This design comes from an exercise in tuning for small area on the open sky130 flow, not from production work. Only simulation tests tie the RTL to the original design; equivalence was not proved. Power and IR drop assume default switching activity.

Design branch_train_queue, start of the top module:
module branch_train_queue #(
  parameter int DEPTH = branch_train_queue_pkg::DEF_DEPTH,
  parameter int AW    = branch_train_queue_pkg::DEF_AW
) (
  input  logic                       clk,
  input  logic                       rst,
  input  logic                       in_valid0,
  input  logic                       in_valid1,
  input  logic                       in_isbranch0,
  input  logic                       in_isbranch1,
  input  logic                       in_taken0,
  input  logic                       in_taken1,
  input  logic [AW-1:0]              in_pc0,
  input  logic [AW-1:0]              in_pc1,
  input  logic [AW-1:0]              in_target0,
  input  logic [AW-1:0]              in_target1,
  output logic                       in_ready,
  input  logic                       drain_en,
  output logic                       train_valid0,
  output logic                       train_valid1,
  output logic                       isbranch0,
  output logic                       isbranch1,
  output logic                       taken0,
  output logic                       taken1,
  output logic [AW-1:0]              address_branch0,
  output logic [AW-1:0]              address_branch1,
  output logic [AW-1:0]              address_result0,
  output logic [AW-1:0]              address_result1,
  output logic [$clog2(DEPTH):0]     count,
  output logic                       err_overflow
);
For scale: about 3,100 cells after synthesis, about 280 I/O pins, roughly 0.038 sq mm of cells after synthesis.
==> module btq_swap, before the edit <==
module btq_swap (
  input  logic s,
  input  logic s_n,
  input  logic a,
  input  logic b,
  output logic y0,
  output logic y1
);
  assign y0 = ~((s & b) | (s_n & a));
  assign y1 = ~((s & a) | (s_n & b));
endmodule
==> module btq_wsel, before the edit <==
module btq_wsel (
  input  logic sa0,
  input  logic sa1,
  input  logic sb0,
  input  logic sb1,
  input  logic d0,
  input  logic d1,
  output logic qa_n,
  output logic qb_n
);
  assign qa_n = ~((sa0 & d0) | (sa1 & d1));
  assign qb_n = ~((sb0 & d0) | (sb1 & d1));
endmodule
Settings: LEC_CHECK=0, CAP_MARGIN=20, CORE_MARGIN=2, CORE_UTILIZATION=60, PLACE_DENSITY=0.9, SLEW_MARGIN=20, SYNTH_HIERARCHICAL=1, SYNTH_MINIMUM_KEEP_SIZE=0, BUFFER_PORTS_ARGS=-buffer_cell sky130_fd_sc_hd__buf_1, CTS_ARGS=-sink_clustering_enable -repair_clock_nets -dont_use_dummy_load -buf_list {sky130_fd_sc_hd__clkbuf_16} -sink_clustering_size 30 -sink_clustering_max_diameter 80; clock period 5.0 ns.
standard.sh (not shown) runs the stock make flow with config.mk's settings and CLKGATE_MAP_FILE= SYNTH_SCRIPT=/design/flow/synth_recipe.tcl, a recipe that flattens the netlist after the stock synthesis.
==> flow/flow/run.sh <==
#!/bin/bash
# The standard ORFS layout (standard.sh), with two changes to how it is built:
#  - ports are buffered with the smallest buffer (buf_1) instead of a delay buffer,
#  - the clock tree uses clkbuf_16 with larger sink clusters and no dummy loads.
# Everything else (synthesis, floorplan, placement, routing) is the standard flow.
# Each tool writes its full output to its own log under orfs/logs/ in this folder;
# make's own output goes to standard.log here.
set -e
cat >> config.mk <<'EOF'
export BUFFER_PORTS_ARGS = -buffer_cell sky130_fd_sc_hd__buf_1
export CTS_ARGS = -sink_clustering_enable -repair_clock_nets -dont_use_dummy_load -buf_list {sky130_fd_sc_hd__clkbuf_16} -sink_clustering_size 30 -sink_clustering_max_diameter 80
EOF
bash standard.sh > standard.log 2>&1
The baseline completed without violations.
Edit:
--- a/flow/design.v
+++ b/flow/design.v
@@ -77,6 +77,6 @@
   output logic y1
 );
-  assign y0 = ~((s & b) | (s_n & a));
-  assign y1 = ~((s & a) | (s_n & b));
+  assign y0 = ~((s | a) & (s_n | b));
+  assign y1 = ~((s | b) & (s_n | a));
 endmodule
 module btq_wsel (
@@ -90,6 +90,6 @@
   output logic qb_n
 );
-  assign qa_n = ~((sa0 & d0) | (sa1 & d1));
-  assign qb_n = ~((sb0 & d0) | (sb1 & d1));
+  assign qa_n = ~((sa0 | d1) & (sa1 | d0));
+  assign qb_n = ~((sb0 | d1) & (sb1 | d0));
 endmodule
 module btq_hold (
First-iteration DRC count shrinks by 1.6%. Design area fell by 0.59%. Fmax is about the same. Wire length decreases by 1.5%. Total power falls by 1.8%. Worst hold slack degrades by 0.052 ns. Sequential share of layout area is higher by 0.28 points. Global-route usage stays flat. Area after synthesis is lower by 0.86%. Core utilization fell by 0.15 points. Clock-buffer cell count fell by 1. Setup slack improved by 0.011 ns.


The RTL this note starts from:
==> flow/design.v <==
package branch_train_queue_pkg;
  localparam int DEF_DEPTH = 16;
  localparam int DEF_AW    = 32;
  function automatic int rec_w(input int aw);
    rec_w = 2 + 2 * aw;
  endfunction
  function automatic int off_target(input int aw);
    off_target = 0 * aw;
  endfunction
  function automatic int off_pc(input int aw);
    off_pc = aw;
  endfunction
  function automatic int off_taken(input int aw);
    off_taken = 2 * aw;
  endfunction
  function automatic int off_isbranch(input int aw);
    off_isbranch = 2 * aw + 1;
  endfunction
endpackage
module btq_bank #(
  parameter int DEPTH = 8,
  parameter int W     = 66
) (
  input  logic                     clk,
  input  logic                     we,
  input  logic [$clog2(DEPTH)-1:0] waddr,
  input  logic [W-1:0]             wdata,
  input  logic [DEPTH-1:0]         rsel,
  output logic [W-1:0]             rdata
);
  logic [W-1:0] mem [DEPTH];
  logic [DEPTH-1:0] col [W];
  logic [DEPTH-1:0] wr, keep;
  for (genvar i = 0; i < DEPTH; i++) begin : g_ent
    assign wr[i]   = we & (waddr == ($clog2(DEPTH))'(i));
    assign keep[i] = ~wr[i];
    for (genvar b = 0; b < W; b++) begin : g_bit
      logic nxt;
      btq_hold u_hold (.q(mem[i][b]), .keep(keep[i]), .wr(wr[i]), .d(wdata[b]), .nxt(nxt));
      always_ff @(posedge clk) mem[i][b] <= nxt;
    end
  end
  for (genvar b = 0; b < W; b++) begin : g_rd
    for (genvar i = 0; i < DEPTH; i++) begin : g_e
      assign col[b][i] = mem[i][b];
    end
    btq_sel #(.N(DEPTH)) u_sel (.d(col[b]), .sel(rsel), .q(rdata[b]));
  end
endmodule
module btq_sel #(
  parameter int N = 8
) (
  input  logic [N-1:0] d,
  input  logic [N-1:0] sel,
  output logic         q
);
  logic [1:0] g_n;
  btq_aoi #(.N(3)) u_g0 (.d(d[2:0]), .sel(sel[2:0]), .y_n(g_n[0]));
  btq_aoi #(.N(3)) u_g1 (.d(d[5:3]), .sel(sel[5:3]), .y_n(g_n[1]));
  assign q = ~&g_n | |(d[7:6] & sel[7:6]);
endmodule
module btq_aoi #(
  parameter int N = 3
) (
  input  logic [N-1:0] d,
  input  logic [N-1:0] sel,
  output logic         y_n
);
  assign y_n = ~|(d & sel);
endmodule
module btq_swap (
  input  logic s,
  input  logic s_n,
  input  logic a,
  input  logic b,
  output logic y0,
  output logic y1
);
  assign y0 = ~((s & b) | (s_n & a));
  assign y1 = ~((s & a) | (s_n & b));
endmodule
module btq_wsel (
  input  logic sa0,
  input  logic sa1,
  input  logic sb0,
  input  logic sb1,
  input  logic d0,
  input  logic d1,
  output logic qa_n,
  output logic qb_n
);
  assign qa_n = ~((sa0 & d0) | (sa1 & d1));
  assign qb_n = ~((sb0 & d0) | (sb1 & d1));
endmodule
module btq_hold (
  input  logic q,
  input  logic keep,
  input  logic wr,
  input  logic d,
  output logic nxt
);
  assign nxt = (q & keep) | (d & wr);
endmodule
module branch_train_queue #(
  parameter int DEPTH = branch_train_queue_pkg::DEF_DEPTH,
  parameter int AW    = branch_train_queue_pkg::DEF_AW
) (
  input  logic                       clk,
  input  logic                       rst,
  input  logic                       in_valid0,
  input  logic                       in_valid1,
  input  logic                       in_isbranch0,
  input  logic                       in_isbranch1,
  input  logic                       in_taken0,
  input  logic                       in_taken1,
  input  logic [AW-1:0]              in_pc0,
  input  logic [AW-1:0]              in_pc1,
  input  logic [AW-1:0]              in_target0,
  input  logic [AW-1:0]              in_target1,
  output logic                       in_ready,
  input  logic                       drain_en,
  output logic                       train_valid0,
  output logic                       train_valid1,
  output logic                       isbranch0,
  output logic                       isbranch1,
  output logic                       taken0,
  output logic                       taken1,
  output logic [AW-1:0]              address_branch0,
  output logic [AW-1:0]              address_branch1,
  output logic [AW-1:0]              address_result0,
  output logic [AW-1:0]              address_result1,
  output logic [$clog2(DEPTH):0]     count,
  output logic                       err_overflow
);
  localparam int PW  = $clog2(DEPTH);
  localparam int BW  = PW - 1;
  localparam int CW  = PW + 1;
  localparam int RW  = branch_train_queue_pkg::rec_w(AW);
  localparam int OTG = branch_train_queue_pkg::off_target(AW);
  localparam int OPC = branch_train_queue_pkg::off_pc(AW);
  localparam int OTK = branch_train_queue_pkg::off_taken(AW);
  localparam int OIB = branch_train_queue_pkg::off_isbranch(AW);
  logic [PW-1:0] wr_ptr, rd_ptr, out_ptr1;
  logic          out_ptr0;
  logic [CW-1:0] count_q;
  logic [1:0]    n_in, n_out;
  logic [RW-1:0] rec0, rec1, wdata_a, wdata_b, rdata_a, rdata_b, slot0, slot1;
  logic [PW-1:0] wr_ptr1;
  logic          we_a, we_b, sel0_a, sel0_b;
  logic [DEPTH/2-1:0] rsel_a, rsel_b;
  assign count    = count_q;
  assign wr_ptr   = rd_ptr + count_q[PW-1:0];
  assign in_ready = count_q <= CW'(DEPTH - 2);
  assign n_in     = in_ready ? ({1'b0, in_valid0} + {1'b0, in_valid1}) : 2'd0;
  always_comb begin
    n_out = 2'd0;
    if (drain_en) n_out = (count_q >= CW'(2)) ? 2'd2 : count_q[1:0];
  end
  assign rec0 = {in_isbranch0, in_taken0, in_pc0, in_target0};
  assign rec1 = {in_isbranch1, in_taken1, in_pc1, in_target1};
  assign wr_ptr1 = wr_ptr + PW'(1);
  assign sel0_a  = in_valid0 & ~wr_ptr[0];
  assign sel0_b  = in_valid0 &  wr_ptr[0];
  for (genvar b = 0; b < RW; b++) begin : g_wsel
    btq_wsel u_wsel (
      .sa0  (sel0_a),
      .sa1  (~sel0_a),
      .sb0  (sel0_b),
      .sb1  (~sel0_b),
      .d0   (rec0[b]),
      .d1   (rec1[b]),
      .qa_n (wdata_a[b]),
      .qb_n (wdata_b[b])
    );
  end
  assign we_a    = (n_in == 2'd2) | ((n_in == 2'd1) & ~wr_ptr[0]);
  assign we_b    = (n_in == 2'd2) | ((n_in == 2'd1) &  wr_ptr[0]);
  btq_bank #(.DEPTH(DEPTH / 2), .W(RW)) u_bank_a (
    .clk   (clk),
    .we    (we_a),
    .waddr (wr_ptr1[PW-1:1]),
    .wdata (wdata_a),
    .rsel  (rsel_a),
    .rdata (rdata_a)
  );
  btq_bank #(.DEPTH(DEPTH / 2), .W(RW)) u_bank_b (
    .clk   (clk),
    .we    (we_b),
    .waddr (wr_ptr[PW-1:1]),
    .wdata (wdata_b),
    .rsel  (rsel_b),
    .rdata (rdata_b)
  );
  assign out_ptr1 = rd_ptr + PW'(1);
  always_ff @(posedge clk) begin
    for (int i = 0; i < DEPTH / 2; i++) begin
      rsel_a[i] <= out_ptr1[PW-1:1] == BW'(i);
      rsel_b[i] <= rd_ptr[PW-1:1] == BW'(i);
    end
    out_ptr0 <= rd_ptr[0];
  end
  for (genvar b = 0; b < RW; b++) begin : g_swap
    btq_swap u_swap (
      .s  (out_ptr0),
      .s_n(~out_ptr0),
      .a  (rdata_a[b]),
      .b  (rdata_b[b]),
      .y0 (slot0[b]),
      .y1 (slot1[b])
    );
  end
  assign isbranch0       = slot0[OIB];
  assign taken0          = slot0[OTK];
  assign address_branch0 = slot0[OPC +: AW];
  assign address_result0 = slot0[OTG +: AW];
  assign isbranch1       = slot1[OIB];
  assign taken1          = slot1[OTK];
  assign address_branch1 = slot1[OPC +: AW];
  assign address_result1 = slot1[OTG +: AW];
  always_ff @(posedge clk) begin
    if (rst) begin
      rd_ptr       <= '0;
      count_q      <= '0;
      err_overflow <= 1'b0;
      train_valid0 <= 1'b0;
      train_valid1 <= 1'b0;
    end else begin
      rd_ptr       <= rd_ptr + PW'(n_out);
      count_q      <= count_q + CW'(n_in) - CW'(n_out);
      train_valid0 <= n_out != 2'd0;
      train_valid1 <= n_out == 2'd2;
      if (!in_ready && (in_valid0 || in_valid1)) err_overflow <= 1'b1;
    end
  end
endmodule
Settings: LEC_CHECK=0, CAP_MARGIN=20, CORE_MARGIN=2, CORE_UTILIZATION=60, PLACE_DENSITY=0.9, SLEW_MARGIN=20, SYNTH_HIERARCHICAL=1, SYNTH_MINIMUM_KEEP_SIZE=0, BUFFER_PORTS_ARGS=-buffer_cell sky130_fd_sc_hd__buf_1, CTS_ARGS=-sink_clustering_enable -repair_clock_nets -dont_use_dummy_load -buf_list {sky130_fd_sc_hd__clkbuf_16} -sink_clustering_size 28 -sink_clustering_max_diameter 70; clock period 5.0 ns.
==> flow/flow/run.sh <==
#!/bin/bash
# The standard ORFS layout (standard.sh), with three changes to how it is built:
#  - ports are buffered with the smallest buffer (buf_1) instead of a delay buffer,
#  - the clock tree uses clkbuf_16 with larger sink clusters and no dummy loads,
#  - everything else (synthesis, floorplan, placement, routing) is unchanged.
# Each tool's output goes to the ORFS logs under orfs/logs; make's own output to
# standard.log in this folder.
set -e
cat >> config.mk <<'EOF'
export BUFFER_PORTS_ARGS = -buffer_cell sky130_fd_sc_hd__buf_1
export CTS_ARGS = -sink_clustering_enable -repair_clock_nets -dont_use_dummy_load -buf_list {sky130_fd_sc_hd__clkbuf_16} -sink_clustering_size 28 -sink_clustering_max_diameter 70
EOF
bash standard.sh > standard.log 2>&1
Edit:
--- a/flow/design.v
+++ b/flow/design.v
@@ -99,8 +99,17 @@
   input  logic d,
   output logic nxt
 );
   assign nxt = (q & keep) | (d & wr);
+endmodule
+module btq_rot (
+  input  logic s,
+  input  logic s_n,
+  input  logic d1,
+  input  logic d0,
+  output logic q
+);
+  assign q = (s & d1) | (s_n & d0);
 endmodule
 module branch_train_queue #(
   parameter int DEPTH = branch_train_queue_pkg::DEF_DEPTH,
   parameter int AW    = branch_train_queue_pkg::DEF_AW
@@ -139,9 +148,9 @@
   localparam int OTG = branch_train_queue_pkg::off_target(AW);
   localparam int OPC = branch_train_queue_pkg::off_pc(AW);
   localparam int OTK = branch_train_queue_pkg::off_taken(AW);
   localparam int OIB = branch_train_queue_pkg::off_isbranch(AW);
-  logic [PW-1:0] wr_ptr, rd_ptr, out_ptr1;
+  logic [PW-1:0] wr_ptr, rd_ptr;
   logic          out_ptr0;
   logic [CW-1:0] count_q;
   logic [1:0]    n_in, n_out;
   logic [RW-1:0] rec0, rec1, wdata_a, wdata_b, rdata_a, rdata_b, slot0, slot1;
@@ -190,15 +199,20 @@
     .wdata (wdata_b),
     .rsel  (rsel_b),
     .rdata (rdata_b)
   );
-  assign out_ptr1 = rd_ptr + PW'(1);
   always_ff @(posedge clk) begin
-    for (int i = 0; i < DEPTH / 2; i++) begin
-      rsel_a[i] <= out_ptr1[PW-1:1] == BW'(i);
-      rsel_b[i] <= rd_ptr[PW-1:1] == BW'(i);
-    end
+    for (int i = 0; i < DEPTH / 2; i++) rsel_b[i] <= rd_ptr[PW-1:1] == BW'(i);
     out_ptr0 <= rd_ptr[0];
+  end
+  for (genvar i = 0; i < DEPTH / 2; i++) begin : g_rot
+    btq_rot u_rot (
+      .s   (out_ptr0),
+      .s_n (~out_ptr0),
+      .d1  (rsel_b[(i + DEPTH / 2 - 1) % (DEPTH / 2)]),
+      .d0  (rsel_b[i]),
+      .q   (rsel_a[i])
+    );
   end
   for (genvar b = 0; b < RW; b++) begin : g_swap
     btq_swap u_swap (
       .s  (out_ptr0),
=> Worst hold slack gains 0.022 ns; first-iteration DRC count decreases by 0.36%; setup slack loses 0.81 ns; non-clock buffer count decreases by 22; area after synthesis decreases by 0.43%; routed wire length increases by 4.3%; cell count decreases by 1.0%; design area decreases by 0.73%; power increases by 1.9%; clock skew decreases by 0.0080 ns; global-route usage increases by 1.8 points; sequential share of layout area hardly moves; via count increases by 0.53%; maximum frequency decreases by 17%.

## re-timing with driven ports
The results above use ideal ports. As a check the final layouts listed here were re-extracted and re-timed, cells and wires unchanged.
Step 1: set_driving_cell puts a clkbuf_16 on clk and a buf_2 on each other input, an assumption about the parent block.
Step 2 moves the port delays by t, midway between the first and last clock arrival at a register: inputs arrive t later, outputs are due t later. That takes back most of the time a late clock gives input paths.
a / b / c = ideal ports / drivers / drivers and shift; a / b = the first two.
| run | shift t [ns] | setup slack, ns | worst hold slack (ns) |
|---|---|---|---|
| the first run of note 1 | 0.664 | 0.238 / 0.175 / 0.840 | 0.470 / 0.470 / 0.470 |
| the second run of note 1 | 0.657 | 0.249 / 0.187 / 0.687 | 0.417 / 0.417 / 0.417 |
| the first run of note 2 | 0.669 | 1.062 / 1.005 / 0.891 | 0.449 / 0.449 / 0.449 |
| the second run of note 2 | 0.692 | 0.251 / 0.187 / 0.810 | 0.471 / 0.471 / 0.471 |
After both steps every run listed still meets setup and hold. For the first run of note 2, which loses most, drivers alone change the setup slack by -0.057 ns; drivers and shift together by -0.171 ns.
